Background: an optimization exercise with open tools, aiming at a short achievable clock period and few clock cycles per item. Do not read the settings as production practice.
Only simulation tests tie the RTL to the original design; equivalence was not proved.
Power figures rest on the tool's default switching activity, not on a simulated workload.

the baseline:
// multDivUnit
module multDivUnit (
  input  logic        clk,
  input  logic        reset,
  input  logic [2:0]  reqOp,
  input  logic [31:0] reqLOp,
  input  logic [31:0] reqROp,
  input  logic        reqValid,
  output logic        reqCredit,
  output logic [31:0] respResult,
  output logic        respDivByZero,
  output logic        respDivOverflow,
  output logic        respValid,
  input  logic        respCredit
);
  localparam int RB  = 4;              
  localparam int NM  = (1 << RB) - 1;  
  localparam int MW  = 32 + RB;        
  localparam logic [2:0] sIdle  = 3'd0;
  localparam logic [2:0] sDivIt = 3'd1;
  localparam logic [2:0] sOut   = 3'd2;
  localparam logic [2:0] sMul   = 3'd3;
  localparam logic [2:0] sPow   = 3'd4;
  localparam logic [2:0] sNeg   = 3'd6;
  localparam int oMul  = 0;
  localparam int oFast = 1;
  localparam int oDiv  = 2;
  localparam int oPow  = 3;
  localparam int oMulS = 4;
  logic [31:0] L;
  logic [31:0] R;
  assign L = reqLOp;
  ...
make LEC_CHECK=0 CAP_MARGIN=30 CORE_MARGIN=2 CORE_UTILIZATION=30 SETUP_SLACK_MARGIN=2.0 SLEW_MARGIN=25 finish   # period 6.0 ns
run.sh (not shown) runs the stock make flow with config.mk's settings and CLKGATE_MAP_FILE= SYNTH_SCRIPT=/design/flow/synth_recipe.tcl, a recipe that flattens the netlist after the stock synthesis.
Testbench counts of the baseline, summed over its fixed seeds: cycles 12,776, ops 3,200.
Relative to the baseline, the following input files were edited for the candidate:
-- flow/config.mk --
<<< the baseline, line 7
export LEC_CHECK = 0
export CAP_MARGIN = 30
export CORE_MARGIN = 2
>>> the candidate, line 7
export LEC_CHECK = 0
export CAP_MARGIN = 40
export CORE_MARGIN = 2
<<< the baseline, line 11
export SETUP_SLACK_MARGIN = 2.0
export SLEW_MARGIN = 25
>>> the candidate, line 11
export SETUP_SLACK_MARGIN = 2.0
export SLEW_MARGIN = 30
==> summary.txt <==
Routed wire length of the baseline is on par with the candidate. Taking the baseline as the reference, in the candidate leakage power up about 0.6%; cell count has remained practically unchanged; power share of the combinational group neither gained nor lost much.

Setup of run D:
Another version of the RTL of multDivUnit (not shown whole).
Size: about 17000 cells after synthesis, about 110 I/O pins, ~0.15 sq mm of cells after synthesis.
==> flow/config.mk <==
export PLATFORM = sky130hd
export DESIGN_NAME = multDivUnit
export DESIGN_NICKNAME = multDivUnit
export VERILOG_FILES = /design/flow/design.v
export SDC_FILE = /design/flow/constraint.sdc
export NUM_CORES = 4
export LEC_CHECK = 0
export CAP_MARGIN = 40
export CORE_MARGIN = 2
export CORE_UTILIZATION = 30
export SETUP_SLACK_MARGIN = 3.0
export SLEW_MARGIN = 30
==> flow/constraint.sdc <==
create_clock -name core_clock -period 6.0 [get_ports {clk}]
set_input_delay 1.2000 -clock core_clock [delete_from_list [all_inputs] [get_ports {clk}]]
set_output_delay 1.2000 -clock core_clock [all_outputs]
set_load 0.01 [all_outputs]
The final layout from run D, which completed every stage, passed the timing, DRC and antenna checks at the end of the flow.
Testbench counts of run D, summed over its fixed seeds: cycles 12,850, ops 3,200.
For run A, these inputs were changed with respect to run D:
Settings: PLACE_DENSITY now 0.68, previously not set; SETUP_SLACK_MARGIN now 2.0, was 3.0.
### Flow results
- Final area went down by a few percent going from run D to run A.
- Of the two candidates, run D has the worse aggregate routed wire length and run A the better one.
- Mean number of vias per cell: run A vs run D up about 1.4%
- Re adder-cell area share of the yosys netlist: no difference whatsoever between run D and run A.
- Area growth from synthesis to final layout (lower): run A
- The run showing the smaller critical path arrival is run A.
- Delta(sequential share of layout area, run A - run D) > 0
- Run A: non-clock buffer count about 5.5% below run D
- Run A vs. run D: met3 demand-to-capacity share in global routing went up by 1.6 points.
- Comparing run D and run A, the lower critical path depth was measured on run A.
- Relative contribution of the clock network to total power is lower on run A

## alpha
multDivUnit again, from the RTL that the note above started with.
==> flow/config.mk <==
export PLATFORM = sky130hd
export DESIGN_NAME = multDivUnit
export DESIGN_NICKNAME = multDivUnit
export VERILOG_FILES = /design/flow/design.v
export SDC_FILE = /design/flow/constraint.sdc
export NUM_CORES = 4
export LEC_CHECK = 0
export CAP_MARGIN = 40
export CORE_MARGIN = 2
export CORE_UTILIZATION = 30
export SETUP_SLACK_MARGIN = 2.0
export SLEW_MARGIN = 30
==> flow/constraint.sdc <==
create_clock -name core_clock -period 6.0 [get_ports {clk}]
set_input_delay 1.2000 -clock core_clock [delete_from_list [all_inputs] [get_ports {clk}]]
set_output_delay 1.2000 -clock core_clock [all_outputs]
set_load 0.01 [all_outputs]
Testbench counts of alpha, summed over its fixed seeds: cycles 12,850, ops 3,200.
Input changes introduced in beta (baseline for comparison: alpha):
Settings: a change of CORE_UTILIZATION from 30 to 32; a change of SETUP_SLACK_MARGIN from 2.0 to 1.7.
### Flow results
Any difference in power attributed to sequential cells between alpha and beta is small enough to ignore.
beta: combinational power is about 5% lower than what alpha reported.
Fraction of the mapped netlist area in compound gates: beta vs alpha identical
For gamma, these inputs were changed with respect to beta:
Settings: SETUP_SLACK_MARGIN changed from 1.7 to 2.0; CORE_UTILIZATION changed from 32 to 26.
On gamma: post-layout total power is 6.8 mW higher than what beta gave.
The run with more routed wire is gamma, not beta.
Relative to beta, sequential share of layout area decreased by 0.50 points in gamma.

-- port drivers added, routing unchanged --
No port has a modelled driver above. Below, the same layouts with a new extraction and two added sets of constraints. Step 1 assumes that a clkbuf_16 drives the clock port and a buf_2 every other input. Step 2 moves the port delays by t, midway between the first and last clock arrival at a register: inputs arrive t later, outputs are due t later. That takes back most of the time a late clock gives input paths. a / b / c = no drivers / after step 1 / after step 2; a / b = the first two.
| run | t (ns) | setup WS [ns] | worst slew at a driven data input, ns |
|---|---|---|---|
| the baseline | 0.988 | 0.802 / 0.472 / -0.515 | 0.53 |
| the candidate | 1.012 | 0.802 / 0.508 / -0.505 | 0.52 |
| run D | 1.026 | 0.827 / 0.509 / -0.518 | 0.55 |
| run A | 1.054 | 0.769 / 0.611 / -0.443 | 0.48 |
| alpha | 0.982 | 0.901 / 0.680 / -0.302 | 0.44 |
| beta | 1.030 | 0.782 / 0.582 / -0.448 | 0.48 |
| gamma | 1.047 | 0.884 / 0.538 / -0.509 | 0.58 |
Met with ideal ports but missed after step 2: setup timing in every run listed. The setup slack of gamma, which loses most, moves by -0.346 ns with the drivers and by -1.393 ns with both steps.
